Context: an optimization exercise on an open-source flow, tuned for small area, a short achievable clock period and few clock cycles. The choices shown serve that exercise and are no tape-out recipe. Only simulation tests tie the RTL to the original design; equivalence was not proved. No activity file was given, so power comes from the tool's default toggle rates.

File: flow/design.v
package ncc_pkg;
    localparam int MAX_WINDOW_PIXELS = 65536;
    localparam int COUNT_W = 17;    
    localparam int SUM_W   = 24;    
    localparam int SQ_W    = 32;    
    localparam int V_W     = 47;    
    localparam int M_W     = 46;    
    localparam int R_W     = 92;    
endpackage
import ncc_pkg::*;
module ncc_add
#(
    parameter int W       = 47,
    parameter bit LATE_CI = 1'b0
)
(
    input  logic [W-1:0] a,
    input  logic [W-1:0] b,
    input  logic         ci,
    output logic [W:0]   s
);
    localparam int L = 6;    
    logic [W:0] g [0:2*L];
    logic [W:0] p [0:2*L];
    logic [W:0] c;
    always_comb
    begin
        g[0][0] = LATE_CI ? 1'b0 : ci;
        p[0][0] = LATE_CI;
        for (int i = 0; i < W; i++)
        begin
            g[0][i+1] = a[i] & b[i];
            p[0][i+1] = a[i] ^ b[i];
        end
        for (int l = 0; l < L; l++)
        begin
            g[l+1] = g[l];
            p[l+1] = p[l];
            for (int i = 0; i <= W; i++)
                if (((i + 1) % (1 << (l + 1))) == 0)
                begin
                    g[l+1][i] = g[l][i] | (p[l][i] & g[l][i-(1<<l)]);
                    p[l+1][i] = p[l][i] & p[l][i-(1<<l)];
                end
        end
        for (int l = L - 2; l >= 0; l--)
        begin
            g[2*L-1-l] = g[2*L-2-l];
            p[2*L-1-l] = p[2*L-2-l];
            for (int i = 0; i <= W; i++)
                if ((((i + 1) % (1 << (l + 1))) == (1 << l)) && (i >= (1 << (l + 1))))
                begin
                    g[2*L-1-l][i] = g[2*L-2-l][i] | (p[2*L-2-l][i] & g[2*L-2-l][i-(1<<l)]);
                    p[2*L-1-l][i] = p[2*L-2-l][i] & p[2*L-2-l][i-(1<<l)];
                end
        end
        g[2*L] = g[2*L-1];
        p[2*L] = p[2*L-1];
        for (int i = 0; i <= W; i++)
            c[i] = LATE_CI ? (g[2*L][i] | (p[2*L][i] & ci)) : g[2*L][i];
        for (int i = 0; i < W; i++)
            s[i] = p[0][i+1] ^ c[i];
        s[W] = c[W];
    end
endmodule
import ncc_pkg::*;
module ncc_ctrl
(
    input  logic               clk,
    input  logic               rst_n,
    input  logic               load,
    output logic               full,
    input  logic [COUNT_W-1:0] n_in,
    input  logic [SUM_W-1:0]   ss_in,
    input  logic [SUM_W-1:0]   st_in,
    input  logic [SQ_W-1:0]    sss_in,
    input  logic [SQ_W-1:0]    stt_in,
    input  logic [SQ_W-1:0]    sst_in,
    output logic               result_valid,
    input  logic               result_ready,
    output logic signed [15:0] correlation,
    output logic               degenerate
);
    localparam logic [2:0] ST_IDLE = 3'd0;
    localparam logic [2:0] ST_NEG  = 3'd1;
    localparam logic [2:0] ST_S1   = 3'd2;
    localparam logic [2:0] ST_XFER = 3'd3;
    localparam logic [2:0] ST_S2   = 3'd4;
    localparam logic [2:0] ST_DIV  = 3'd5;
    localparam logic [2:0] ST_FIN  = 3'd6;
    localparam logic [2:0] ST_DONE = 3'd7;
    logic [2:0]         state;
    logic               full_reg;
    logic               valid_reg;
    logic [5:0]         j;
    logic [COUNT_W-1:0] n1;
    logic [SUM_W-1:0]   a1, b1;
    logic [SQ_W-1:0]    x1, x2, x3;
    logic               nb, ab, bb;
    logic [V_W-1:0]     pv, pw, pc;
    logic [M_W-1:0]     ad, ae, be;
    logic [1:0]         vh;
    logic               neg, deg;
    logic [1:0]         qb;
    logic [16:0]        rem;
    logic [15:0]        root;
    logic [4:0]         k1;
    logic [SUM_W-1:0]   k1_src;
    logic [M_W-1:0]     k_src;
    logic [5:0]         k2;
    assign k1_src = SUM_W'(n1) | a1 | b1;
    always_comb
    begin
        k1 = '0;
        for (int i = 0; i < SUM_W; i++)
            if (k1_src[i])
                k1 = 5'(i);
    end
    assign k_src = pw[M_W-1:0] | (pc[M_W-1:0] ^ {M_W{pc[V_W-1]}});
    always_comb
    begin
        k2 = 6'd1;
        for (int i = 0; i < M_W - 1; i++)
            if (k_src[i])
                k2 = 6'(i + 2);
        if (k_src[M_W-1])
            k2 = 6'(M_W);
    end
    logic [4:0]         bsel;
    logic [SUM_W-1:0]   n1x;
    logic               nb_f;
    assign bsel = (state == ST_IDLE) ? k1 : j[4:0];
    assign n1x  = SUM_W'(n1);
    assign nb_f = n1x[bsel];
    logic [V_W-1:0]     x_1, y_1, x_2, y_2, x_3, y_3;
    logic               ci_1, ci_2, ci_3;
    logic [V_W:0]       sum_1, sum_2, sum_3;
    logic [93:0]        dv, dd;
    assign dv = {vh, ae, be};
    assign dd = {2'b00, ad, pw[M_W-1:0]};
    logic               s1a, s1b, s1c, s2, dvs, fin, ngs;
    logic               g1, g2;      
    logic               dsb, dad;    
    logic               xfp, xfn;    
    logic               s1x2, s1ya, s1yb, sqs, bit_end;
    logic [18:0]        rem_sh;
    logic [16:0]        trial;
    assign s1x2    = s1a || s1c;
    assign s1ya    = s1a && nb;
    assign s1yb    = s1b || s1c;
    assign bit_end = s1b || s1c || (s1a && !ab && !bb);
    assign sqs     = (dvs && j[0]) || fin;
    assign rem_sh  = {rem, qb};
    assign trial   = {root[14:0], 2'b01};
    always_comb
    begin
        x_1  = ({V_W{s1x2}} & {pv[V_W-2:0], 1'b0})
             | ({V_W{s1b}} & pv)
             | ({V_W{s2}}  & V_W'(ad))
             | ({V_W{dvs}} & dv[46:0]);
        y_1  = ({V_W{s1ya}} & V_W'(x1))
             | ({V_W{s1yb && ab}} & ~(V_W'(a1)))
             | ({V_W{g1}} & V_W'(pv[M_W-1:0]))
             | ({V_W{dsb}} & ~dd[46:0])
             | ({V_W{dad}} & dd[46:0]);
        ci_1 = (s1yb && ab) || dsb;
        x_2  = ({V_W{s1x2}} & {pw[V_W-2:0], 1'b0})
             | ({V_W{s1b}} & pw)
             | ({V_W{s2}}  & V_W'(ae))
             | ({V_W{dvs}} & dv[93:47]);
        y_2  = ({V_W{s1ya}} & V_W'(x2))
             | ({V_W{s1yb && bb}} & ~(V_W'(b1)))
             | ({V_W{g2}} & V_W'(pc[M_W-1:0]))
             | ({V_W{dsb}} & ~dd[93:47])
             | ({V_W{dad}} & dd[93:47]);
        ci_2 = (s1yb && bb) || (dvs && sum_1[V_W]);
        x_3  = ({V_W{s1x2}} & {pc[V_W-2:0], 1'b0})
             | ({V_W{s1b || xfp}} & pc)
             | ({V_W{xfn}} & ~pc)
             | ({V_W{sqs}} & V_W'(rem_sh))
             | ({V_W{ngs}} & V_W'(root ^ {16{neg}}));
        y_3  = ({V_W{s1ya}} & V_W'(x3))
             | ({V_W{s1yb && ab}} & ~(V_W'(b1)))
             | ({V_W{sqs}} & ~(V_W'(trial)));
        ci_3 = (s1yb && ab) || xfn || sqs || (ngs && neg);
    end
    ncc_add #(.W(V_W), .LATE_CI(1'b0)) u_lane1 (.a(x_1), .b(y_1), .ci(ci_1), .s(sum_1));
    ncc_add #(.W(V_W), .LATE_CI(1'b1)) u_lane2 (.a(x_2), .b(y_2), .ci(ci_2), .s(sum_2));
    ncc_add #(.W(V_W), .LATE_CI(1'b0)) u_lane3 (.a(x_3), .b(y_3), .ci(ci_3), .s(sum_3));
    logic [93:0]        dsum;
    logic               q;
    assign dsum = {sum_2[V_W-1:0], sum_1[V_W-1:0]};
    assign q    = !dsum[93];
    logic [16:0]        rem_nx;
    logic [15:0]        root_nx;
    assign rem_nx  = sum_3[18] ? rem_sh[16:0] : sum_3[16:0];
    assign root_nx = {root[14:0], !sum_3[18]};
    logic [15:0]        corr_nx;
    logic               emit;
    assign corr_nx = neg ? sum_3[15:0] : (root[15] ? 16'h7FFF : root);
    assign emit = (state == ST_DONE) && result_ready;
    logic [2:0]         state_nx;
    always_comb
    begin
        state_nx = state;
        case (state)
            ST_IDLE:
                if (full_reg)
                    state_nx = ST_S1;
            ST_S1:
                if (bit_end && (j == 6'h3F))
                    state_nx = ST_XFER;
            ST_XFER:
                state_nx = ((pv == '0) || (pw == '0)) ? ST_DONE : ST_S2;
            ST_S2:
                if (j == '0)
                    state_nx = ST_DIV;
            ST_DIV:
                if (j == '0)
                    state_nx = ST_FIN;
            ST_FIN:
                state_nx = ST_NEG;
            ST_NEG:
                state_nx = ST_DONE;
            ST_DONE:
                if (emit)
                    state_nx = ST_IDLE;
            default:
                state_nx = ST_IDLE;
        endcase
    end
    always_ff @(posedge clk or negedge rst_n)
    begin
        if (!rst_n)
        begin
            state     <= ST_IDLE;
            full_reg  <= 1'b0;
            valid_reg <= 1'b0;
        end
        else
        begin
            state <= state_nx;
            if (load)
                full_reg <= 1'b1;
            if ((state == ST_S1) && (state_nx == ST_XFER))
                full_reg <= 1'b0;
            valid_reg <= (state_nx == ST_DONE);
        end
    end
    always_ff @(posedge clk)
    begin
        s1a  <= (state_nx == ST_S1) && ((state == ST_IDLE) || bit_end) && nb_f;
        s1c  <= (state_nx == ST_S1) && ((state == ST_IDLE) || bit_end) && !nb_f;
        s1b  <= (state_nx == ST_S1) && s1a && !bit_end;
        fin  <= (state_nx == ST_FIN);
        ngs  <= (state_nx == ST_NEG);
        s2   <= (state_nx == ST_S2);
        dvs  <= (state_nx == ST_DIV);
        g1   <= (state_nx == ST_S2) && ((state == ST_S2) ? pw[1] : pw[0]);
        g2   <= (state_nx == ST_S2) && ((state == ST_S2) ? be[1] : sum_3[0]);
        dsb  <= (state_nx == ST_DIV) && ((state != ST_DIV) || q);
        dad  <= (state_nx == ST_DIV) && (state == ST_DIV) && !q;
        xfp  <= (state_nx == ST_XFER) && !sum_3[V_W-1];
        xfn  <= (state_nx == ST_XFER) && sum_3[V_W-1];
    end
    always_ff @(posedge clk)
    begin
        if (load)
        begin
            n1 <= n_in;
            a1 <= ss_in;
            b1 <= st_in;
            x1 <= sss_in;
            x2 <= stt_in;
            x3 <= sst_in;
        end
        if (((state == ST_IDLE) && full_reg) || bit_end)
        begin
            nb <= nb_f;
            ab <= a1[bsel];
            bb <= b1[bsel];
        end
        case (state)
            ST_IDLE:
            begin
                j  <= 6'(k1) - 1'b1;
                pv <= '0;
                pw <= '0;
                pc <= '0;
            end
            ST_S1:
            begin
                pv <= sum_1[V_W-1:0];
                pw <= sum_2[V_W-1:0];
                pc <= sum_3[V_W-1:0];
                if (bit_end)
                    j <= j - 1'b1;
            end
            ST_XFER:
            begin
                deg <= (pv == '0) || (pw == '0);
                neg <= pc[V_W-1];
                pc  <= sum_3[V_W-1:0];
                be  <= sum_3[M_W-1:0];
                root <= '0;
                ad  <= '0;
                ae  <= '0;
                j   <= k2 - 1'b1;
            end
            ST_S2:
            begin
                ad  <= sum_1[M_W:1];
                pw  <= {1'b0, sum_1[0], pw[M_W-1:1]};
                ae  <= sum_2[M_W:1];
                be  <= {sum_2[0], be[M_W-1:1]};
                vh  <= '0;
                qb  <= '0;
                rem  <= '0;
                root <= '0;
                if (j == '0)
                    j <= 6'd30;
                else
                    j <= j - 1'b1;
            end
            ST_DIV:
            begin
                {vh, ae, be} <= {dsum[92:0], 1'b0};
                qb  <= {qb[0], q};
                if (j[0])
                begin
                    rem  <= rem_nx;
                    root <= root_nx;
                end
                j <= j - 1'b1;
            end
            ST_FIN:
            begin
                rem  <= rem_nx;
                root <= root_nx;
            end
            ST_NEG:
                root <= corr_nx;
            default: ;
        endcase
    end
    assign full         = full_reg;
    assign result_valid = valid_reg;
    assign correlation  = $signed(root);
    assign degenerate   = deg;
endmodule
import ncc_pkg::*;
module ncc_dp
(
    input  logic               clk,
    input  logic               cnt,        
    input  logic               restart,    
    input  logic [7:0]         s,
    input  logic [7:0]         t,
    output logic [COUNT_W-1:0] n_next,
    output logic [COUNT_W-1:0] n_reg,
    output logic [SUM_W-1:0]   ss_reg,
    output logic [SUM_W-1:0]   st_reg,
    output logic [SQ_W-1:0]    sss_reg,
    output logic [SQ_W-1:0]    stt_reg,
    output logic [SQ_W-1:0]    sst_reg
);
    logic [SUM_W-1:0]   ss_next, st_next;
    logic [SQ_W-1:0]    sss_next, stt_next, sst_next;
    logic [SUM_W:0]     ss_sum, st_sum;
    assign n_next = (restart ? '0 : n_reg) + COUNT_W'(cnt);
    ncc_add #(.W(SUM_W), .LATE_CI(1'b0)) u_ss (
        .a  (restart ? '0 : ss_reg),
        .b  (SUM_W'(s)),
        .ci (1'b0),
        .s  (ss_sum)
    );
    ncc_add #(.W(SUM_W), .LATE_CI(1'b0)) u_st (
        .a  (restart ? '0 : st_reg),
        .b  (SUM_W'(t)),
        .ci (1'b0),
        .s  (st_sum)
    );
    assign ss_next = ss_sum[SUM_W-1:0];
    assign st_next = st_sum[SUM_W-1:0];
    ncc_sqacc u_sss (.a(s), .acc(restart ? '0 : sss_reg), .y(sss_next));
    ncc_sqacc u_stt (.a(t), .acc(restart ? '0 : stt_reg), .y(stt_next));
    ncc_mulacc u_sst (.a(s), .b(t), .acc(restart ? '0 : sst_reg), .y(sst_next));
    always_ff @(posedge clk)
    begin
        n_reg   <= n_next;
        ss_reg  <= ss_next;
        st_reg  <= st_next;
        sss_reg <= sss_next;
        stt_reg <= stt_next;
        sst_reg <= sst_next;
    end
endmodule
module ncc_sqacc
(
    input  logic [7:0]  a,
    input  logic [31:0] acc,
    output logic [31:0] y
);
    logic m_w1, m_w2, m_w3, m_w4, m_w5, m_w6, m_w7, m_w8, m_w9, m_w10, m_w11, m_w12, m_w13, m_w14, m_w15, m_w16, m_w17, m_w18, m_w19, m_w20, m_w21, m_w22, m_w23, m_w24, m_w25, m_w26, m_w27, m_w28, m_w29, m_w30, m_w31, m_w32, m_w33, m_w34, m_w35, m_w36, m_w37, m_w38, m_w39, m_w40, m_w41, m_w42, m_w43, m_w44, m_w45, m_w46, m_w47, m_w48, m_w49, m_w50, m_w51, m_w52, m_w53, m_w54, m_w55, m_w56;
    logic [31:0] r0, r1;
    logic [32:0]   s;
    assign m_w1 = (a[0] & a[5]) ^ (a[1] & a[4]);
    assign m_w2 = (a[0] & a[5]) & (a[1] & a[4]);
    assign m_w3 = (a[0] & a[6]) ^ (a[1] & a[5]);
    assign m_w4 = (a[0] & a[6]) & (a[1] & a[5]);
    assign m_w5 = (a[0] & a[7]) ^ (a[1] & a[6]) ^ (a[2] & a[5]);
    assign m_w6 = ((a[0] & a[7]) & (a[1] & a[6])) | ((a[0] & a[7]) & (a[2] & a[5])) | ((a[1] & a[6]) & (a[2] & a[5]));
    assign m_w7 = (a[3] & a[4]) ^ a[4];
    assign m_w8 = (a[3] & a[4]) & a[4];
    assign m_w9 = (a[1] & a[7]) ^ (a[2] & a[6]) ^ (a[3] & a[5]);
    assign m_w10 = ((a[1] & a[7]) & (a[2] & a[6])) | ((a[1] & a[7]) & (a[3] & a[5])) | ((a[2] & a[6]) & (a[3] & a[5]));
    assign m_w11 = (a[2] & a[7]) ^ (a[3] & a[6]) ^ (a[4] & a[5]);
    assign m_w12 = ((a[2] & a[7]) & (a[3] & a[6])) | ((a[2] & a[7]) & (a[4] & a[5])) | ((a[3] & a[6]) & (a[4] & a[5]));
    assign m_w13 = (a[0] & a[3]) ^ (a[1] & a[2]);
    assign m_w14 = (a[0] & a[3]) & (a[1] & a[2]);
    assign m_w15 = (a[0] & a[4]) ^ (a[1] & a[3]);
    assign m_w16 = (a[0] & a[4]) & (a[1] & a[3]);
    assign m_w17 = m_w1 ^ (a[2] & a[3]) ^ a[3];
    assign m_w18 = (m_w1 & (a[2] & a[3])) | (m_w1 & a[3]) | ((a[2] & a[3]) & a[3]);
    assign m_w19 = m_w2 ^ m_w3 ^ (a[2] & a[4]);
    assign m_w20 = (m_w2 & m_w3) | (m_w2 & (a[2] & a[4])) | (m_w3 & (a[2] & a[4]));
    assign m_w21 = m_w4 ^ m_w5 ^ m_w7;
    assign m_w22 = (m_w4 & m_w5) | (m_w4 & m_w7) | (m_w5 & m_w7);
    assign m_w23 = m_w6 ^ m_w8 ^ m_w9;
    assign m_w24 = (m_w6 & m_w8) | (m_w6 & m_w9) | (m_w8 & m_w9);
    assign m_w25 = m_w10 ^ m_w11 ^ a[5];
    assign m_w26 = (m_w10 & m_w11) | (m_w10 & a[5]) | (m_w11 & a[5]);
    assign m_w27 = m_w12 ^ (a[3] & a[7]) ^ (a[4] & a[6]);
    assign m_w28 = (m_w12 & (a[3] & a[7])) | (m_w12 & (a[4] & a[6])) | ((a[3] & a[7]) & (a[4] & a[6]));
    assign m_w29 = (a[4] & a[7]) ^ (a[5] & a[6]) ^ a[6];
    assign m_w30 = ((a[4] & a[7]) & (a[5] & a[6])) | ((a[4] & a[7]) & a[6]) | ((a[5] & a[6]) & a[6]);
    assign m_w31 = (a[0] & a[1]) ^ a[1];
    assign m_w32 = (a[0] & a[1]) & a[1];
    assign m_w33 = (a[0] & a[2]) ^ acc[3];
    assign m_w34 = (a[0] & a[2]) & acc[3];
    assign m_w35 = m_w13 ^ a[2] ^ acc[4];
    assign m_w36 = (m_w13 & a[2]) | (m_w13 & acc[4]) | (a[2] & acc[4]);
    assign m_w37 = m_w14 ^ m_w15 ^ acc[5];
    assign m_w38 = (m_w14 & m_w15) | (m_w14 & acc[5]) | (m_w15 & acc[5]);
    assign m_w39 = m_w16 ^ m_w17 ^ acc[6];
    assign m_w40 = (m_w16 & m_w17) | (m_w16 & acc[6]) | (m_w17 & acc[6]);
    assign m_w41 = m_w18 ^ m_w19 ^ acc[7];
    assign m_w42 = (m_w18 & m_w19) | (m_w18 & acc[7]) | (m_w19 & acc[7]);
    assign m_w43 = m_w20 ^ m_w21 ^ acc[8];
    assign m_w44 = (m_w20 & m_w21) | (m_w20 & acc[8]) | (m_w21 & acc[8]);
    assign m_w45 = m_w22 ^ m_w23 ^ acc[9];
    assign m_w46 = (m_w22 & m_w23) | (m_w22 & acc[9]) | (m_w23 & acc[9]);
    assign m_w47 = m_w24 ^ m_w25 ^ acc[10];
    assign m_w48 = (m_w24 & m_w25) | (m_w24 & acc[10]) | (m_w25 & acc[10]);
    assign m_w49 = m_w26 ^ m_w27 ^ acc[11];
    assign m_w50 = (m_w26 & m_w27) | (m_w26 & acc[11]) | (m_w27 & acc[11]);
    assign m_w51 = m_w28 ^ m_w29 ^ acc[12];
    assign m_w52 = (m_w28 & m_w29) | (m_w28 & acc[12]) | (m_w29 & acc[12]);
    assign m_w53 = m_w30 ^ (a[5] & a[7]) ^ acc[13];
    assign m_w54 = (m_w30 & (a[5] & a[7])) | (m_w30 & acc[13]) | ((a[5] & a[7]) & acc[13]);
    assign m_w55 = (a[6] & a[7]) ^ a[7] ^ acc[14];
    assign m_w56 = ((a[6] & a[7]) & a[7]) | ((a[6] & a[7]) & acc[14]) | (a[7] & acc[14]);
    assign r0 = {acc[31], acc[30], acc[29], acc[28], acc[27], acc[26], acc[25], acc[24], acc[23], acc[22], acc[21], acc[20], acc[19], acc[18], acc[17], acc[16], m_w56, m_w54, m_w52, m_w50, m_w48, m_w46, m_w44, m_w42, m_w40, m_w38, m_w36, m_w34, m_w32, m_w31, acc[1], a[0]};
    assign r1 = {1'b0, 1'b0, 1'b0, 1'b0, 1'b0, 1'b0, 1'b0, 1'b0, 1'b0, 1'b0, 1'b0, 1'b0, 1'b0, 1'b0, 1'b0, 1'b0, acc[15], m_w55, m_w53, m_w51, m_w49, m_w47, m_w45, m_w43, m_w41, m_w39, m_w37, m_w35, m_w33, acc[2], 1'b0, acc[0]};
    ncc_add #(.W(32), .LATE_CI(1'b0)) u_add (.a(r0), .b(r1), .ci(1'b0), .s(s));
    assign y = s[31:0];
endmodule
module ncc_mulacc
(
    input  logic [7:0]  a,
    input  logic [7:0]  b,
    input  logic [31:0] acc,
    output logic [31:0] y
);
    logic m_w1, m_w2, m_w3, m_w4, m_w5, m_w6, m_w7, m_w8, m_w9, m_w10, m_w11, m_w12, m_w13, m_w14, m_w15, m_w16, m_w17, m_w18, m_w19, m_w20, m_w21, m_w22, m_w23, m_w24, m_w25, m_w26, m_w27, m_w28, m_w29, m_w30, m_w31, m_w32, m_w33, m_w34, m_w35, m_w36, m_w37, m_w38, m_w39, m_w40, m_w41, m_w42, m_w43, m_w44, m_w45, m_w46, m_w47, m_w48, m_w49, m_w50, m_w51, m_w52, m_w53, m_w54, m_w55, m_w56, m_w57, m_w58, m_w59, m_w60, m_w61, m_w62, m_w63, m_w64, m_w65, m_w66, m_w67, m_w68, m_w69, m_w70, m_w71, m_w72, m_w73, m_w74, m_w75, m_w76, m_w77, m_w78, m_w79, m_w80, m_w81, m_w82, m_w83, m_w84, m_w85, m_w86, m_w87, m_w88, m_w89, m_w90, m_w91, m_w92, m_w93, m_w94, m_w95, m_w96, m_w97, m_w98, m_w99, m_w100, m_w101, m_w102, m_w103, m_w104, m_w105, m_w106, m_w107, m_w108, m_w109, m_w110, m_w111, m_w112;
    logic [31:0] r0, r1;
    logic [32:0]   s;
    assign m_w1 = (a[0] & b[5]) ^ (a[1] & b[4]);
    assign m_w2 = (a[0] & b[5]) & (a[1] & b[4]);
    assign m_w3 = (a[0] & b[6]) ^ (a[1] & b[5]) ^ (a[2] & b[4]);
    assign m_w4 = ((a[0] & b[6]) & (a[1] & b[5])) | ((a[0] & b[6]) & (a[2] & b[4])) | ((a[1] & b[5]) & (a[2] & b[4]));
    assign m_w5 = (a[3] & b[3]) ^ (a[4] & b[2]);
    assign m_w6 = (a[3] & b[3]) & (a[4] & b[2]);
    assign m_w7 = (a[0] & b[7]) ^ (a[1] & b[6]) ^ (a[2] & b[5]);
    assign m_w8 = ((a[0] & b[7]) & (a[1] & b[6])) | ((a[0] & b[7]) & (a[2] & b[5])) | ((a[1] & b[6]) & (a[2] & b[5]));
    assign m_w9 = (a[3] & b[4]) ^ (a[4] & b[3]) ^ (a[5] & b[2]);
    assign m_w10 = ((a[3] & b[4]) & (a[4] & b[3])) | ((a[3] & b[4]) & (a[5] & b[2])) | ((a[4] & b[3]) & (a[5] & b[2]));
    assign m_w11 = (a[6] & b[1]) ^ (a[7] & b[0]);
    assign m_w12 = (a[6] & b[1]) & (a[7] & b[0]);
    assign m_w13 = (a[1] & b[7]) ^ (a[2] & b[6]) ^ (a[3] & b[5]);
    assign m_w14 = ((a[1] & b[7]) & (a[2] & b[6])) | ((a[1] & b[7]) & (a[3] & b[5])) | ((a[2] & b[6]) & (a[3] & b[5]));
    assign m_w15 = (a[4] & b[4]) ^ (a[5] & b[3]) ^ (a[6] & b[2]);
    assign m_w16 = ((a[4] & b[4]) & (a[5] & b[3])) | ((a[4] & b[4]) & (a[6] & b[2])) | ((a[5] & b[3]) & (a[6] & b[2]));
    assign m_w17 = (a[7] & b[1]) ^ acc[8];
    assign m_w18 = (a[7] & b[1]) & acc[8];
    assign m_w19 = (a[2] & b[7]) ^ (a[3] & b[6]) ^ (a[4] & b[5]);
    assign m_w20 = ((a[2] & b[7]) & (a[3] & b[6])) | ((a[2] & b[7]) & (a[4] & b[5])) | ((a[3] & b[6]) & (a[4] & b[5]));
    assign m_w21 = (a[5] & b[4]) ^ (a[6] & b[3]) ^ (a[7] & b[2]);
    assign m_w22 = ((a[5] & b[4]) & (a[6] & b[3])) | ((a[5] & b[4]) & (a[7] & b[2])) | ((a[6] & b[3]) & (a[7] & b[2]));
    assign m_w23 = (a[3] & b[7]) ^ (a[4] & b[6]) ^ (a[5] & b[5]);
    assign m_w24 = ((a[3] & b[7]) & (a[4] & b[6])) | ((a[3] & b[7]) & (a[5] & b[5])) | ((a[4] & b[6]) & (a[5] & b[5]));
    assign m_w25 = (a[0] & b[3]) ^ (a[1] & b[2]);
    assign m_w26 = (a[0] & b[3]) & (a[1] & b[2]);
    assign m_w27 = (a[0] & b[4]) ^ (a[1] & b[3]) ^ (a[2] & b[2]);
    assign m_w28 = ((a[0] & b[4]) & (a[1] & b[3])) | ((a[0] & b[4]) & (a[2] & b[2])) | ((a[1] & b[3]) & (a[2] & b[2]));
    assign m_w29 = (a[3] & b[1]) ^ (a[4] & b[0]);
    assign m_w30 = (a[3] & b[1]) & (a[4] & b[0]);
    assign m_w31 = m_w1 ^ (a[2] & b[3]) ^ (a[3] & b[2]);
    assign m_w32 = (m_w1 & (a[2] & b[3])) | (m_w1 & (a[3] & b[2])) | ((a[2] & b[3]) & (a[3] & b[2]));
    assign m_w33 = (a[4] & b[1]) ^ (a[5] & b[0]) ^ acc[5];
    assign m_w34 = ((a[4] & b[1]) & (a[5] & b[0])) | ((a[4] & b[1]) & acc[5]) | ((a[5] & b[0]) & acc[5]);
    assign m_w35 = m_w2 ^ m_w3 ^ m_w5;
    assign m_w36 = (m_w2 & m_w3) | (m_w2 & m_w5) | (m_w3 & m_w5);
    assign m_w37 = (a[5] & b[1]) ^ (a[6] & b[0]) ^ acc[6];
    assign m_w38 = ((a[5] & b[1]) & (a[6] & b[0])) | ((a[5] & b[1]) & acc[6]) | ((a[6] & b[0]) & acc[6]);
    assign m_w39 = m_w4 ^ m_w6 ^ m_w7;
    assign m_w40 = (m_w4 & m_w6) | (m_w4 & m_w7) | (m_w6 & m_w7);
    assign m_w41 = m_w9 ^ m_w11 ^ acc[7];
    assign m_w42 = (m_w9 & m_w11) | (m_w9 & acc[7]) | (m_w11 & acc[7]);
    assign m_w43 = m_w8 ^ m_w10 ^ m_w12;
    assign m_w44 = (m_w8 & m_w10) | (m_w8 & m_w12) | (m_w10 & m_w12);
    assign m_w45 = m_w13 ^ m_w15 ^ m_w17;
    assign m_w46 = (m_w13 & m_w15) | (m_w13 & m_w17) | (m_w15 & m_w17);
    assign m_w47 = m_w14 ^ m_w16 ^ m_w18;
    assign m_w48 = (m_w14 & m_w16) | (m_w14 & m_w18) | (m_w16 & m_w18);
    assign m_w49 = m_w19 ^ m_w21 ^ acc[9];
    assign m_w50 = (m_w19 & m_w21) | (m_w19 & acc[9]) | (m_w21 & acc[9]);
    assign m_w51 = m_w20 ^ m_w22 ^ m_w23;
    assign m_w52 = (m_w20 & m_w22) | (m_w20 & m_w23) | (m_w22 & m_w23);
    assign m_w53 = (a[6] & b[4]) ^ (a[7] & b[3]) ^ acc[10];
    assign m_w54 = ((a[6] & b[4]) & (a[7] & b[3])) | ((a[6] & b[4]) & acc[10]) | ((a[7] & b[3]) & acc[10]);
    assign m_w55 = m_w24 ^ (a[4] & b[7]) ^ (a[5] & b[6]);
    assign m_w56 = (m_w24 & (a[4] & b[7])) | (m_w24 & (a[5] & b[6])) | ((a[4] & b[7]) & (a[5] & b[6]));
    assign m_w57 = (a[6] & b[5]) ^ (a[7] & b[4]) ^ acc[11];
    assign m_w58 = ((a[6] & b[5]) & (a[7] & b[4])) | ((a[6] & b[5]) & acc[11]) | ((a[7] & b[4]) & acc[11]);
    assign m_w59 = (a[5] & b[7]) ^ (a[6] & b[6]) ^ (a[7] & b[5]);
    assign m_w60 = ((a[5] & b[7]) & (a[6] & b[6])) | ((a[5] & b[7]) & (a[7] & b[5])) | ((a[6] & b[6]) & (a[7] & b[5]));
    assign m_w61 = (a[0] & b[2]) ^ (a[1] & b[1]);
    assign m_w62 = (a[0] & b[2]) & (a[1] & b[1]);
    assign m_w63 = m_w25 ^ (a[2] & b[1]) ^ (a[3] & b[0]);
    assign m_w64 = (m_w25 & (a[2] & b[1])) | (m_w25 & (a[3] & b[0])) | ((a[2] & b[1]) & (a[3] & b[0]));
    assign m_w65 = m_w26 ^ m_w27 ^ m_w29;
    assign m_w66 = (m_w26 & m_w27) | (m_w26 & m_w29) | (m_w27 & m_w29);
    assign m_w67 = m_w28 ^ m_w30 ^ m_w31;
    assign m_w68 = (m_w28 & m_w30) | (m_w28 & m_w31) | (m_w30 & m_w31);
    assign m_w69 = m_w32 ^ m_w34 ^ m_w35;
    assign m_w70 = (m_w32 & m_w34) | (m_w32 & m_w35) | (m_w34 & m_w35);
    assign m_w71 = m_w36 ^ m_w38 ^ m_w39;
    assign m_w72 = (m_w36 & m_w38) | (m_w36 & m_w39) | (m_w38 & m_w39);
    assign m_w73 = m_w40 ^ m_w42 ^ m_w43;
    assign m_w74 = (m_w40 & m_w42) | (m_w40 & m_w43) | (m_w42 & m_w43);
    assign m_w75 = m_w44 ^ m_w46 ^ m_w47;
    assign m_w76 = (m_w44 & m_w46) | (m_w44 & m_w47) | (m_w46 & m_w47);
    assign m_w77 = m_w48 ^ m_w50 ^ m_w51;
    assign m_w78 = (m_w48 & m_w50) | (m_w48 & m_w51) | (m_w50 & m_w51);
    assign m_w79 = m_w52 ^ m_w54 ^ m_w55;
    assign m_w80 = (m_w52 & m_w54) | (m_w52 & m_w55) | (m_w54 & m_w55);
    assign m_w81 = m_w56 ^ m_w58 ^ m_w59;
    assign m_w82 = (m_w56 & m_w58) | (m_w56 & m_w59) | (m_w58 & m_w59);
    assign m_w83 = m_w60 ^ (a[6] & b[7]) ^ (a[7] & b[6]);
    assign m_w84 = (m_w60 & (a[6] & b[7])) | (m_w60 & (a[7] & b[6])) | ((a[6] & b[7]) & (a[7] & b[6]));
    assign m_w85 = (a[0] & b[1]) ^ (a[1] & b[0]);
    assign m_w86 = (a[0] & b[1]) & (a[1] & b[0]);
    assign m_w87 = m_w61 ^ (a[2] & b[0]) ^ acc[2];
    assign m_w88 = (m_w61 & (a[2] & b[0])) | (m_w61 & acc[2]) | ((a[2] & b[0]) & acc[2]);
    assign m_w89 = m_w62 ^ m_w63 ^ acc[3];
    assign m_w90 = (m_w62 & m_w63) | (m_w62 & acc[3]) | (m_w63 & acc[3]);
    assign m_w91 = m_w64 ^ m_w65 ^ acc[4];
    assign m_w92 = (m_w64 & m_w65) | (m_w64 & acc[4]) | (m_w65 & acc[4]);
    assign m_w93 = m_w66 ^ m_w67 ^ m_w33;
    assign m_w94 = (m_w66 & m_w67) | (m_w66 & m_w33) | (m_w67 & m_w33);
    assign m_w95 = m_w68 ^ m_w69 ^ m_w37;
    assign m_w96 = (m_w68 & m_w69) | (m_w68 & m_w37) | (m_w69 & m_w37);
    assign m_w97 = m_w70 ^ m_w71 ^ m_w41;
    assign m_w98 = (m_w70 & m_w71) | (m_w70 & m_w41) | (m_w71 & m_w41);
    assign m_w99 = m_w72 ^ m_w73 ^ m_w45;
    assign m_w100 = (m_w72 & m_w73) | (m_w72 & m_w45) | (m_w73 & m_w45);
    assign m_w101 = m_w74 ^ m_w75 ^ m_w49;
    assign m_w102 = (m_w74 & m_w75) | (m_w74 & m_w49) | (m_w75 & m_w49);
    assign m_w103 = m_w76 ^ m_w77 ^ m_w53;
    assign m_w104 = (m_w76 & m_w77) | (m_w76 & m_w53) | (m_w77 & m_w53);
    assign m_w105 = m_w78 ^ m_w79 ^ m_w57;
    assign m_w106 = (m_w78 & m_w79) | (m_w78 & m_w57) | (m_w79 & m_w57);
    assign m_w107 = m_w80 ^ m_w81 ^ acc[12];
    assign m_w108 = (m_w80 & m_w81) | (m_w80 & acc[12]) | (m_w81 & acc[12]);
    assign m_w109 = m_w82 ^ m_w83 ^ acc[13];
    assign m_w110 = (m_w82 & m_w83) | (m_w82 & acc[13]) | (m_w83 & acc[13]);
    assign m_w111 = m_w84 ^ (a[7] & b[7]) ^ acc[14];
    assign m_w112 = (m_w84 & (a[7] & b[7])) | (m_w84 & acc[14]) | ((a[7] & b[7]) & acc[14]);
    assign r0 = {acc[31], acc[30], acc[29], acc[28], acc[27], acc[26], acc[25], acc[24], acc[23], acc[22], acc[21], acc[20], acc[19], acc[18], acc[17], acc[16], m_w112, m_w110, m_w108, m_w106, m_w104, m_w102, m_w100, m_w98, m_w96, m_w94, m_w92, m_w90, m_w88, m_w86, m_w85, (a[0] & b[0])};
    assign r1 = {1'b0, 1'b0, 1'b0, 1'b0, 1'b0, 1'b0, 1'b0, 1'b0, 1'b0, 1'b0, 1'b0, 1'b0, 1'b0, 1'b0, 1'b0, 1'b0, acc[15], m_w111, m_w109, m_w107, m_w105, m_w103, m_w101, m_w99, m_w97, m_w95, m_w93, m_w91, m_w89, m_w87, acc[1], acc[0]};
    ncc_add #(.W(32), .LATE_CI(1'b0)) u_add (.a(r0), .b(r1), .ci(1'b0), .s(s));
    assign y = s[31:0];
endmodule
import ncc_pkg::*;
module normalized_cross_correlation
(
    input  logic               clk,
    input  logic               rst_n,
    input  logic               pixel_valid,
    output logic               pixel_ready,
    input  logic [7:0]         scene_pixel,
    input  logic [7:0]         templ_pixel,
    input  logic               last_pixel,
    output logic               result_valid,
    input  logic               result_ready,
    output logic signed [15:0] correlation,
    output logic               degenerate
);
    logic               in_v, in_c, in_last;
    logic [7:0]         in_s, in_t;
    logic               cl, zero, full;
    logic               accept, close, load, restart, use_nx;
    logic [COUNT_W-1:0] n_nx, n_q;
    logic [SUM_W-1:0]   ss_q, st_q;
    logic [SQ_W-1:0]    sss_q, stt_q, sst_q;
    assign close       = in_v && in_last;
    assign load        = cl && !full;
    assign restart     = load || zero;
    assign pixel_ready = !((close && full) || (close && cl) || (cl && full));
    assign accept      = pixel_valid && pixel_ready;
    assign use_nx      = close || !n_nx[COUNT_W-1];
    always_ff @(posedge clk or negedge rst_n)
    begin
        if (!rst_n)
        begin
            in_v <= 1'b0;
            in_c <= 1'b0;
            in_s <= 8'd0;
            in_t <= 8'd0;
            cl   <= 1'b0;
            zero <= 1'b1;
        end
        else
        begin
            in_v <= accept;
            in_c <= accept && use_nx;
            in_s <= (accept && use_nx) ? scene_pixel : 8'd0;
            in_t <= (accept && use_nx) ? templ_pixel : 8'd0;
            cl   <= close || (cl && full);
            zero <= 1'b0;
        end
    end
    always_ff @(posedge clk)
    begin
        in_last <= last_pixel;
    end
    ncc_dp u_dp (
        .clk      (clk),
        .cnt      (in_c),
        .restart  (restart),
        .s        (in_s),
        .t        (in_t),
        .n_next   (n_nx),
        .n_reg    (n_q),
        .ss_reg   (ss_q),
        .st_reg   (st_q),
        .sss_reg  (sss_q),
        .stt_reg  (stt_q),
        .sst_reg  (sst_q)
    );
    ncc_ctrl u_post (
        .clk          (clk),
        .rst_n        (rst_n),
        .load         (load),
        .full         (full),
        .n_in         (n_q),
        .ss_in        (ss_q),
        .st_in        (st_q),
        .sss_in       (sss_q),
        .stt_in       (stt_q),
        .sst_in       (sst_q),
        .result_valid (result_valid),
        .result_ready (result_ready),
        .correlation  (correlation),
        .degenerate   (degenerate)
    );
endmodule
File: flow/flow/run.sh
#!/bin/bash
set -euo pipefail
bash standard.sh SETUP_SLACK_MARGIN=6 finish > standard.log 2>&1
File: flow/standard.sh
#!/bin/bash
# synth_recipe.tcl (not shown) runs the flow's synth.tcl, then flattens the netlist and writes it again
# the make line also repeats each setting of config.mk as NAME=value (left out here)
make -C /OpenROAD-flow-scripts/flow DESIGN_CONFIG=/design/flow/config.mk WORK_HOME=/design/flow/orfs CLKGATE_MAP_FILE= SYNTH_SCRIPT=/design/flow/synth_recipe.tcl "${@:-finish}"
File: flow/config.mk
export PLATFORM = sky130hd
export DESIGN_NAME = normalized_cross_correlation
export DESIGN_NICKNAME = normalized_cross_correlation
export VERILOG_FILES = /design/flow/design.v
export SDC_FILE = /design/flow/constraint.sdc
export NUM_CORES = 4
export LEC_CHECK = 0
export CAP_MARGIN = 20
export CORE_MARGIN = 2
export CORE_UTILIZATION = 45
export SLEW_MARGIN = 20
File: flow/constraint.sdc
create_clock -name core_clock -period 11.0 [get_ports {clk}]
set_input_delay 2.2000 -clock core_clock [delete_from_list [all_inputs] [get_ports {clk}]]
set_output_delay 2.2000 -clock core_clock [all_outputs]
set_load 0.01 [all_outputs]
==> tab_implementation.tex, run 1 <==
\begin{tabular}{lr}
\hline
Metric & Value \\
\hline
\multicolumn{2}{l}{\textbf{Placed design}} \\
Routability congestion estimate & 0.954 \\
Post-DP HPWL & 109 mm \\
Buffers on Ports & 39 \\
\multicolumn{2}{l}{\textbf{Setup path}} \\
Launch instance of the worst register-to-register path & u\_post.s1a\$\_DFF\_P\_ \\
Worst R2R End & u\_post.qb[0]\$\_SDFFCE\_PN0N\_ \\
Flop-to-flop setup slack & 5930 ps \\
Required time of the critical path & 11410 ps \\
Cell depth of the worst flop-to-flop path & 17 \\
Timing startpoint of the critical path & u\_post.s1a\$\_DFF\_P\_ \\
Maximum fanout along the worst path & 8 \\
Path type of the worst setup path & reg -> reg \\
Nature of the critical path endpoint & flip-flop \\
CP startpoint kind & flip-flop \\
Arr. time, crit path & 5490 ps \\
\multicolumn{2}{l}{\textbf{Drt}} \\
Routed via count divided by cell count & 6.23 \\
Avg WL per Cell & 27.1 µm \\
Remaining DRCs & 0 \\
Post-route antenna net violation count & 0 \\
Count of TritonRoute iterations in the first routing pass & 10 \\
Vias post-DR & 38100 \\
Initial DRC Count & 4939 \\
Routed wire length & 166 mm \\
\multicolumn{2}{l}{\textbf{Timing}} \\
Setup repair after global routing missed its margin & true \\
Count of endpoints failing setup in the final report & 0 \\
Final period util & 46.1\% \\
Maximum achievable frequency & 197 MHz \\
Slew at the pin closest to its max-slew limit & 1290 ps \\
Fin. Hold Viols & 0 \\
Slew Limit Headroom & 13.7\% \\
Final min period & 5070 ps \\
Number of max-slew violations in the final report & 0 \\
Maximum clock skew at final layout & 33.4 ps \\
Sum of negative setup slack & 0 ps \\
\multicolumn{2}{l}{\textbf{Synth}} \\
Share of synthesized flip-flops with an asynchronous set or reset & 3.63\% \\
Mapped Cells & 4682 \\
Synthesized area per cell & 9.72 µm² \\
Sequential share of the synthesized area & 41.3\% \\
Post-synth top area cell & sky130\_fd\_sc\_hd\_\_edfxtp\_1 \\
Most common flop cell mapped by yosys & sky130\_fd\_sc\_hd\_\_edfxtp\_1 \\
Warning count from the yosys run & 15 \\
Synth cell types & 87 \\
Synthesized flop and latch total & 688 \\
Most numerous cell types in the synthesized netlist & sky130\_fd\_sc\_hd\_\_nand2\_1 (634), sky130\_fd\_sc\_hd\_\_edfxtp\_1 (488), sky130\_fd\_sc\_hd\_\_nor2\_1 (375), sky130\_fd\_sc\_hd\_\_ha\_1 (262), sky130\_fd\_sc\_hd\_\_inv\_1 (259) \\
Number of enable-type register cells in the synthesized netlist & 488 \\
Post-synth net total & 5128 \\
Synth top area share & 32.2\% \\
Synth Cell Area & 45500 µm² \\
Dominant cells by area after synthesis & sky130\_fd\_sc\_hd\_\_edfxtp\_1 (32\%), sky130\_fd\_sc\_hd\_\_dfxtp\_1 (7.7\%), sky130\_fd\_sc\_hd\_\_ha\_1 (7.2\%) \\
Most instantiated library cell after synthesis & sky130\_fd\_sc\_hd\_\_nand2\_1 \\
\multicolumn{2}{l}{\textbf{GRT}} \\
Total global-route track usage & 30.8\% \\
Total global routing overflow & 0 \\
Via count of the first global-routing pass & 36400 \\
Maximum number of pins on one net before global-route repair & 82 \\
First-pass GRT wire length & 238 mm \\
Number of antenna violations at the first check in global routing & 7 \\
\multicolumn{2}{l}{\textbf{Floorplanning}} \\
Standard cell core area & 100000 µm² \\
I/O pin cnt & 40 \\
Die Height & 322 µm \\
Horizontal extent of the die & 322 µm \\
Die footprint & 104000 µm² \\
Initial cell density of the core & 45.4\% \\
Std cell rows & 116 \\
\multicolumn{2}{l}{\textbf{Worst hold path}} \\
Hold EP & u\_post.b1[17]\$\_DFFE\_PP\_ \\
Worst hold path class & reg -> reg \\
Number of cells on the worst hold path & 0 \\
Beginning of the worst hold path & u\_dp.st\_reg[17]\$\_DFF\_P\_ \\
\multicolumn{2}{l}{\textbf{Clocking}} \\
Worst-path clk slew & 60 ps \\
TritonCTS Sinks & 688 \\
TritonCTS Buffers & 80 \\
Skew-Pair Late Insertion Delay & 670 ps \\
CTS Root Buffer Type & sky130\_fd\_sc\_hd\_\_clkbuf\_16 \\
Number of buffers on the longest clock path & 3 \\
TritonCTS clock tree & done \\
CTS H-Tree Depth & 3 \\
\multicolumn{2}{l}{\textbf{Power}} \\
Static leakage & 22.0 nW \\
Pwr per Cell Area & 282 nW/µm² \\
Peak supply drop & 0.198 mV \\
\multicolumn{2}{l}{\textbf{Final layout}} \\
P\&R area growth vs syn & 16.3\% \\
Total Nets Final & 5193 \\
Share of layout cells above drive strength 1 & 13.4\% \\
Post-Route Utilization & 52.9\% \\
Filler Cell Count & 8991 \\
Largest registers in the final layout & u\_post.pc x47, u\_post.pv x47, u\_post.pw x47 \\
\multicolumn{2}{l}{\textbf{Run status}} \\
Result of the run & no timing/DRC/antenna violations \\
\multicolumn{2}{l}{\textbf{Run}} \\
Max-cap viol count & 0 \\
\hline
\end{tabular}
-- worst max path at each step --
stage                     slack [ps]  cells past startpoint                           to
final                           5930                     17   u_post.qb[0]$_SDFFCE_PN0N_
after global routing            5850                     20      u_post.be[43]$_DFFE_PP_
after CTS                       5980                     20      u_post.be[45]$_DFFE_PP_
after detailed placement        3930                     20  u_post.pc[46]$_SDFFCE_PN0P_
after global placement          3960                     20  u_post.pc[46]$_SDFFCE_PN0P_
after floorplan                 3850                     23     u_dp.sst_reg[30]$_DFF_P_
-- logic make-up (layout without fill, tap and decap cells) --
logic type,count (synthesis),count (layout),synth area share [%]
AND/OR/NAND/NOR,1653,1658,16.9
XOR/XNOR,216,216,4.16
adder cells (fa/ha/maj),425,425,14.4
AO/OA/AOI/OAI,996,997,15.3
buffers and inverters,557,682,4.63
other,1,4,0.00824
multiplexers,146,146,3.43
flip-flops,688,688,41.3
-- placed cells by master, fill, tap and decap left out, types with 104 or more instances in the layout --
cell type	n
sky130_fd_sc_hd__ha_1	242
sky130_fd_sc_hd__nand2_1	620
sky130_fd_sc_hd__nor2_1	365
sky130_fd_sc_hd__inv_1	249
sky130_fd_sc_hd__buf_4	177
sky130_fd_sc_hd__mux2i_1	104
sky130_fd_sc_hd__o21ai_0	183
sky130_fd_sc_hd__edfxtp_1	488
sky130_fd_sc_hd__dfxtp_1	165
sky130_fd_sc_hd__fa_1	151
sky130_fd_sc_hd__and2_1	187
sky130_fd_sc_hd__a21oi_1	181
-- repair_timing --
item	4_1_cts	5_1_grt
gates resized for setup	123	143
gates cloned	11	9
setup buffers	76	85
hold buffers	0	0
endpoints found under the setup margin	324	191
pin swaps	33	88
hold endpoints to repair	0	0
-- stage by stage --
| step | cells | hold WS [ps] | power, W | setup WS, ps | area [µm²] |
|---|---|---|---|---|---|
| floorplan | 4682 | 400 | 0.00889 | 3850 | 45800 |
| global placement | 5782 | 403 | 0.0111 | 3960 | 47200 |
| detailed placement | 5782 | 407 | 0.0112 | 3930 | 47200 |
| CTS | 6017 | 412 | 0.0143 | 5980 | 51300 |
| global route | 6111 | 430 | 0.0156 | 5850 | 52900 |
| finish | 6114 | 416 | 0.0149 | 5930 | 52900 |
-- final cells by class --
cell class                      instances  area, µm²  share of cell area, %
Inverter                              262       1010                   1.90
Timing Repair Buffer                  272       2840                   5.36
Antenna cell                            3       7.51                 0.0142
Clock buffer                          111       2270                   4.30
Clock inverter                         37        465                  0.879
Tap cell                             1298       1620                   3.07
Multi-Input combinational cell       3443      25900                   48.8
Sequential cell                       688      18900                   35.6
-- per-layer routing --
layer  GRT usage (%)  wire length, µm  up-vias
met5               0               56        -
met4            13.8             8560        8
met3            6.14            17300      440
met2            48.0            74100     2149
met1            41.4            65600    18600
li1                -                -    16900
-- worst max-delay path, cell delays in order (launching register included) --
cell	delay, ps
sky130_fd_sc_hd__dfxtp_4	380
sky130_fd_sc_hd__and2_4	200
sky130_fd_sc_hd__buf_4	190
sky130_fd_sc_hd__a221oi_2	240
sky130_fd_sc_hd__o21ai_0	120
sky130_fd_sc_hd__ha_1	390
sky130_fd_sc_hd__inv_1	90
sky130_fd_sc_hd__or4b_4	560
sky130_fd_sc_hd__nor3_4	250
sky130_fd_sc_hd__o211ai_1	290
sky130_fd_sc_hd__buf_4	230
sky130_fd_sc_hd__a31o_4	230
sky130_fd_sc_hd__a2111o_2	570
sky130_fd_sc_hd__a211oi_4	340
sky130_fd_sc_hd__nor2_2	80
sky130_fd_sc_hd__a31o_4	270
sky130_fd_sc_hd__xor2_4	170
sky130_fd_sc_hd__and2_1	190
-- power breakdown --
group          leakage [nW]  switching, W  total [W]  internal, W
sequential             6.51       0.00108    0.00497      0.00389
clock                  1.35       0.00115    0.00283      0.00169
combinational          14.2       0.00449    0.00712      0.00263
total                  22.0       0.00672     0.0149      0.00821
Testbench counts, summed over its fixed seeds: cycles 45,507.
==> run 2, diff against run 1 <==
--- a/flow/design.v
+++ b/flow/design.v
@@ -611,3 +611,3 @@
     logic [7:0]         in_s, in_t;
-    logic               cl, zero, full;
+    logic               cl, zero, zero2, full;
     logic               accept, close, load, restart, use_nx;
@@ -618,3 +618,3 @@
     assign load        = cl && !full;
-    assign restart     = load || zero;
+    assign restart     = load || zero || zero2;
     assign pixel_ready = !((close && full) || (close && cl) || (cl && full));
@@ -628,6 +628,5 @@
             in_c <= 1'b0;
-            in_s <= 8'd0;
-            in_t <= 8'd0;
-            cl   <= 1'b0;
-            zero <= 1'b1;
+            cl    <= 1'b0;
+            zero  <= 1'b1;
+            zero2 <= 1'b1;
         end
@@ -637,6 +636,5 @@
             in_c <= accept && use_nx;
-            in_s <= (accept && use_nx) ? scene_pixel : 8'd0;
-            in_t <= (accept && use_nx) ? templ_pixel : 8'd0;
-            cl   <= close || (cl && full);
-            zero <= 1'b0;
+            cl    <= close || (cl && full);
+            zero  <= 1'b0;
+            zero2 <= zero;
         end
@@ -645,2 +643,4 @@
     begin
+        in_s    <= (accept && use_nx) ? scene_pixel : 8'd0;
+        in_t    <= (accept && use_nx) ? templ_pixel : 8'd0;
         in_last <= last_pixel;
==> run 2 against run 1 <==
Net effect: cell count is 0.13% higher; largest power group unchanged; worst setup slack better by 150 ps; synthesized cell count rose by 0.17%; clock power decreased by 1%; via count is 0.98% higher; largest cell class unchanged; die area rose by 0.16%.
==> tab_implementation.tex, run 2 <==
\begin{tabular}{lr}
\hline
Metric & Value \\
\hline
\multicolumn{2}{l}{\textbf{Run status}} \\
Result of the run & no timing/DRC/antenna violations \\
\multicolumn{2}{l}{\textbf{Final layout}} \\
P\&R area growth vs syn & 14.3\% \\
Commonest cells after routing, fill and taps aside & sky130\_fd\_sc\_hd\_\_nand2\_1 (616), sky130\_fd\_sc\_hd\_\_edfxtp\_1 (488), sky130\_fd\_sc\_hd\_\_nor2\_1 (383) \\
Largest registers in the final layout & u\_post.pc x47, u\_post.pv x47, u\_post.pw x47 \\
Commonest non-fill, non-tap cell in the layout & sky130\_fd\_sc\_hd\_\_nand2\_1 \\
Share of layout cells above drive strength 1 & 12.6\% (-0.87 points) \\
Total Nets Final & 5140 (-1.0\%) \\
\multicolumn{2}{l}{\textbf{Floorplanning}} \\
Die footprint & 104000 µm² (+0.16\%) \\
Horizontal extent of the die & 322 µm (about the same) \\
Std cell rows & 116 (unchanged) \\
Initial cell density of the core & 45.4\% (about the same) \\
I/O pin cnt & 40 (unchanged) \\
Standard cell core area & 100000 µm² (+0.14\%) \\
Die Height & 322 µm (about the same) \\
\multicolumn{2}{l}{\textbf{Synth}} \\
Most common flop cell mapped by yosys & sky130\_fd\_sc\_hd\_\_edfxtp\_1 \\
Post-synthesis share of cell area spent on xor and xnor gates & 3.90\% (-0.26 points) \\
Sequential share of the synthesized area & 41.1\% (-0.19 points) \\
Synth Cell Area & 45600 µm² (+0.17\%) \\
Dominant combinational cell family by area after synthesis & simple AND/OR/NAND/NOR gates \\
Synth top area share & 32.2\% (-0.054 points) \\
Most numerous cell types in the synthesized netlist & sky130\_fd\_sc\_hd\_\_nand2\_1 (630), sky130\_fd\_sc\_hd\_\_edfxtp\_1 (488), sky130\_fd\_sc\_hd\_\_nor2\_1 (396), sky130\_fd\_sc\_hd\_\_ha\_1 (262), sky130\_fd\_sc\_hd\_\_inv\_1 (261) \\
Number of enable-type register cells in the synthesized netlist & 488 (unchanged) \\
Mapped Cells & 4690 (+0.17\%) \\
Complex-gate fraction of the synthesized area & 16.0\% (+0.70 points) \\
Post-synth top area cell & sky130\_fd\_sc\_hd\_\_edfxtp\_1 \\
Share of synthesized flip-flops with an asynchronous set or reset & 1.45\% (-2.2 points) \\
Mux contribution to synthesized area & 3.16\% (-0.27 points) \\
Post-synth net total & 5136 (+0.16\%) \\
Synthesized flop and latch total & 689 (+0.15\%) \\
Post-synthesis share of cell area spent on full adders, half adders and majority gates & 14.4\% (-0.024 points) \\
Most instantiated library cell after synthesis & sky130\_fd\_sc\_hd\_\_nand2\_1 \\
Synth cell types & 95 (+9.2\%) \\
Warning count from the yosys run & 15 (unchanged) \\
Dominant cells by area after synthesis & sky130\_fd\_sc\_hd\_\_edfxtp\_1 (32\%), sky130\_fd\_sc\_hd\_\_dfxtp\_1 (8.4\%), sky130\_fd\_sc\_hd\_\_ha\_1 (7.2\%) \\
Fraction of the mapped netlist area in simple logic gates & 16.8\% (-0.072 points) \\
Synthesized area per cell & 9.72 µm² (about the same) \\
\multicolumn{2}{l}{\textbf{Setup path}} \\
Largest stage delay on the critical path & 530 ps (-40 ps) \\
Launch instance of the worst register-to-register path & in\_t[6]\$\_SDFF\_PN0\_ \\
Flop-to-flop setup slack & 6080 ps (+150 ps) \\
Cell with the largest stage delay on the worst path & sky130\_fd\_sc\_hd\_\_fa\_1 \\
Worst R2R End & u\_dp.sst\_reg[28]\$\_DFF\_P\_ \\
Timing startpoint of the critical path & in\_t[6]\$\_SDFF\_PN0\_ \\
Nature of the critical path endpoint & flip-flop \\
Cell depth of the worst flop-to-flop path & 22 (+5) \\
Cell chain of the critical path & buf\_6, nand2\_2, fa\_1, inv\_2, fa\_2, fa\_1, inv\_1, fa\_1, inv\_2, ha\_4, nand2\_4, o31ai\_4, o211ai\_1, a21bo\_2, a2111oi\_4, buf\_6, nand4\_1, buf\_4, buf\_4, inv\_2, ha\_4, xnor2\_2 \\
Path type of the worst setup path & reg -> reg \\
Arr. time, crit path & 5540 ps (+50 ps) \\
Maximum fanout along the worst path & 4 (-4) \\
Required time of the critical path & 11610 ps (+200 ps) \\
Capture point of the critical path & u\_dp.sst\_reg[28]\$\_DFF\_P\_ \\
CP startpoint kind & flip-flop \\
\multicolumn{2}{l}{\textbf{Timing}} \\
Maximum clock skew at final layout & 37.2 ps (+3.78 ps) \\
Number of max-slew violations in the final report & 0 (unchanged) \\
Slew at the pin closest to its max-slew limit & 1120 ps (-176 ps) \\
Fin. Hold Viols & 0 (unchanged) \\
Slew Limit Headroom & 25.0\% (+11 points) \\
Final period util & 44.7\% (-1.4 points) \\
Count of endpoints failing setup in the final report & 0 (unchanged) \\
Final min period & 4920 ps (-152 ps) \\
Sum of negative setup slack & 0 ps (unchanged) \\
Maximum achievable frequency & 203 MHz (+3.1\%) \\
Setup ws final & 6080 ps (+152 ps) \\
Setup repair after global routing missed its margin & true \\
\multicolumn{2}{l}{\textbf{Drt}} \\
Avg WL per Cell & 27.5 µm (+1.6\%) \\
Routed wire length & 169 mm (+1.8\%) \\
Routed via count divided by cell count & 6.29 (+0.85\%) \\
Post-route antenna net violation count & 0 (unchanged) \\
Initial DRC Count & 5049 (+2.2\%) \\
Count of TritonRoute iterations in the first routing pass & 10 (unchanged) \\
Vias post-DR & 38500 (+0.98\%) \\
Remaining DRCs & 0 (unchanged) \\
\multicolumn{2}{l}{\textbf{Power}} \\
Peak supply drop & 0.139 mV (-30\%) \\
Pwr per Cell Area & 269 nW/µm² (-4.8\%) \\
Static leakage & 21.4 nW (-3.1\%) \\
\multicolumn{2}{l}{\textbf{Clocking}} \\
Number of buffers on the longest clock path & 3 (unchanged) \\
Skew-Pair Late Insertion Delay & 700 ps (+30 ps) \\
TritonCTS Sinks & 689 (+0.15\%) \\
TritonCTS clock tree & done \\
Cts hold-fix bufs & 0 (unchanged) \\
TritonCTS Buffers & 82 (+2.5\%) \\
CTS H-Tree Depth & 3 (unchanged) \\
CTS Root Buffer Type & sky130\_fd\_sc\_hd\_\_clkbuf\_16 \\
Worst-path clk slew & 60 ps (about the same) \\
\multicolumn{2}{l}{\textbf{GRT}} \\
Maximum number of pins on one net before global-route repair & 130 (+59\%) \\
Via count of the first global-routing pass & 36000 (-0.99\%) \\
Total global routing overflow & 0 (unchanged) \\
Total global-route track usage & 31.5\% (+0.72 points) \\
Number of antenna violations at the first check in global routing & 7 (unchanged) \\
First-pass GRT wire length & 243 mm (+2.0\%) \\
\multicolumn{2}{l}{\textbf{Placed design}} \\
Worst slack, placed & 4250 ps (+320 ps) \\
Buffers on Ports & 39 (unchanged) \\
Post-DP HPWL & 114 mm (+5.0\%) \\
Routability congestion estimate & 0.978 (+2.5\%) \\
\multicolumn{2}{l}{\textbf{Run}} \\
Max-cap viol count & 0 (unchanged) \\
\multicolumn{2}{l}{\textbf{Worst hold path}} \\
Worst hold path class & reg -> reg \\
\hline
\end{tabular}
run 2: layout make-up:
cell class                      instances  area (µm²)
Fill cell                            9014       48200
Multi-Input combinational cell       3447       25700
Sequential cell                       689       18800
Clock buffer                          113        2330
Timing Repair Buffer                  211        2160
Tap cell                             1357        1700
Inverter                              262        1010
Clock inverter                         41         402
Timing Repair inverter                  1        5.00
Antenna cell                            1        2.50
run 2: per-layer routing:
layer  wire, µm  track usage [%]  vias up
met5         70                0        -
met1      65000             40.8    18800
met4      11500             17.7       10
li1           -                -    17000
met2      75600             49.7     2175
met3      16400             5.97      508
run 2: how the worst min path moves through the flow:
| stage | slack [ps] | endpoint | depth (start not counted) | start |
|---|---|---|---|---|
| finish | 420 | u_post.x3[10]$_DFFE_PP_ | 0 | u_dp.sst_reg[10]$_DFF_P_ |
| global route | 430 | u_post.x2[17]$_DFFE_PP_ | 0 | u_dp.stt_reg[17]$_DFF_P_ |
| global placement | 400 | zero2$_DFF_PN1_ | 0 | zero$_DFF_PN1_ |
| detailed placement | 400 | zero2$_DFF_PN1_ | 0 | zero$_DFF_PN1_ |
| CTS | 420 | u_post.x3[10]$_DFFE_PP_ | 0 | u_dp.sst_reg[10]$_DFF_P_ |
| floorplan | 370 | zero2$_DFF_PN1_ | 0 | zero$_DFF_PN1_ |
run 2: metrics by stage:
step	power (W)	instances	hold slack, ps	instance area (µm²)	util, %
floorplan	0.00834	4690	367	45900	-
CTS	0.0137	6074	420	51300	51.2
global route	0.0146	6121	429	52100	51.9
detailed placement	0.0107	5844	400	47300	47.2
global placement	0.0106	5844	396	47300	47.2
finish	0.0140	6122	420	52100	52.0
run 2: logic make-up (layout without fill, tap and decap cells):
kind of cell	count (synthesis)	after routing
flip-flops	689	689
multiplexers	120	120
AO/OA/AOI/OAI	1033	1034
AND/OR/NAND/NOR	1658	1664
XOR/XNOR	203	203
adder cells (fa/ha/maj)	425	425
other	1	2
buffers and inverters	561	628
run 2: what timing repair did:
item,4_1_cts,5_1_grt
pin swaps,41,49
setup buffers,67,42
cloned,9,5
endpoints found under the setup margin,316,110
gates resized for setup,135,81
run 2: where the power goes:
part	total, W	switching, W	internal (W)
combinational	0.00634	0.00415	0.00220
clock	0.00279	0.00119	0.00160
sequential	0.00486	0.00107	0.00379
run 2: worst max-delay path, delay by kind of cell, from the launching register on:
kind                     cells  cell delay, ps
XOR/XNOR                     1             100
adder cells (fa/ha/maj)      6            2350
AND/OR/NAND/NOR              3             240
AO/OA/AOI/OAI                4             980
buffers and inverters        8             800
flip-flops                   1             360
Testbench counts of run 2, summed over its fixed seeds: cycles 45,507.

[static timing again, ports no longer ideal]
The results above use ideal ports. As a check the final layouts listed here were re-extracted and re-timed, cells and wires unchanged. Step 1 sets driving cells, clkbuf_16 on the clock port and buf_2 on the other inputs (assumed; they add their load-dependent delay and slew). Step 2 adds t to the input delays and takes it off the output delays; t is the mean of the earliest and latest rising clock arrival at the registers after step 1. Input paths then give back, and output paths get back, about the clock's delay inside the block. a / b / c = ideal ports / drivers / drivers and shift; a / b = the first two.
run	shift t [ns]	setup WS [ns]	hold WS [ns]	clock arrival spread, ns	worst slew at a driven data input, ns
run 1	0.726	5.927 / 5.927 / 5.927	0.416 / 0.416 / 0.416	0.033 / 0.033	0.04
run 2	0.752	6.078 / 6.078 / 6.078	0.420 / 0.420 / 0.420	0.037 / 0.037	0.03
After both steps setup and hold are still met in every run listed.
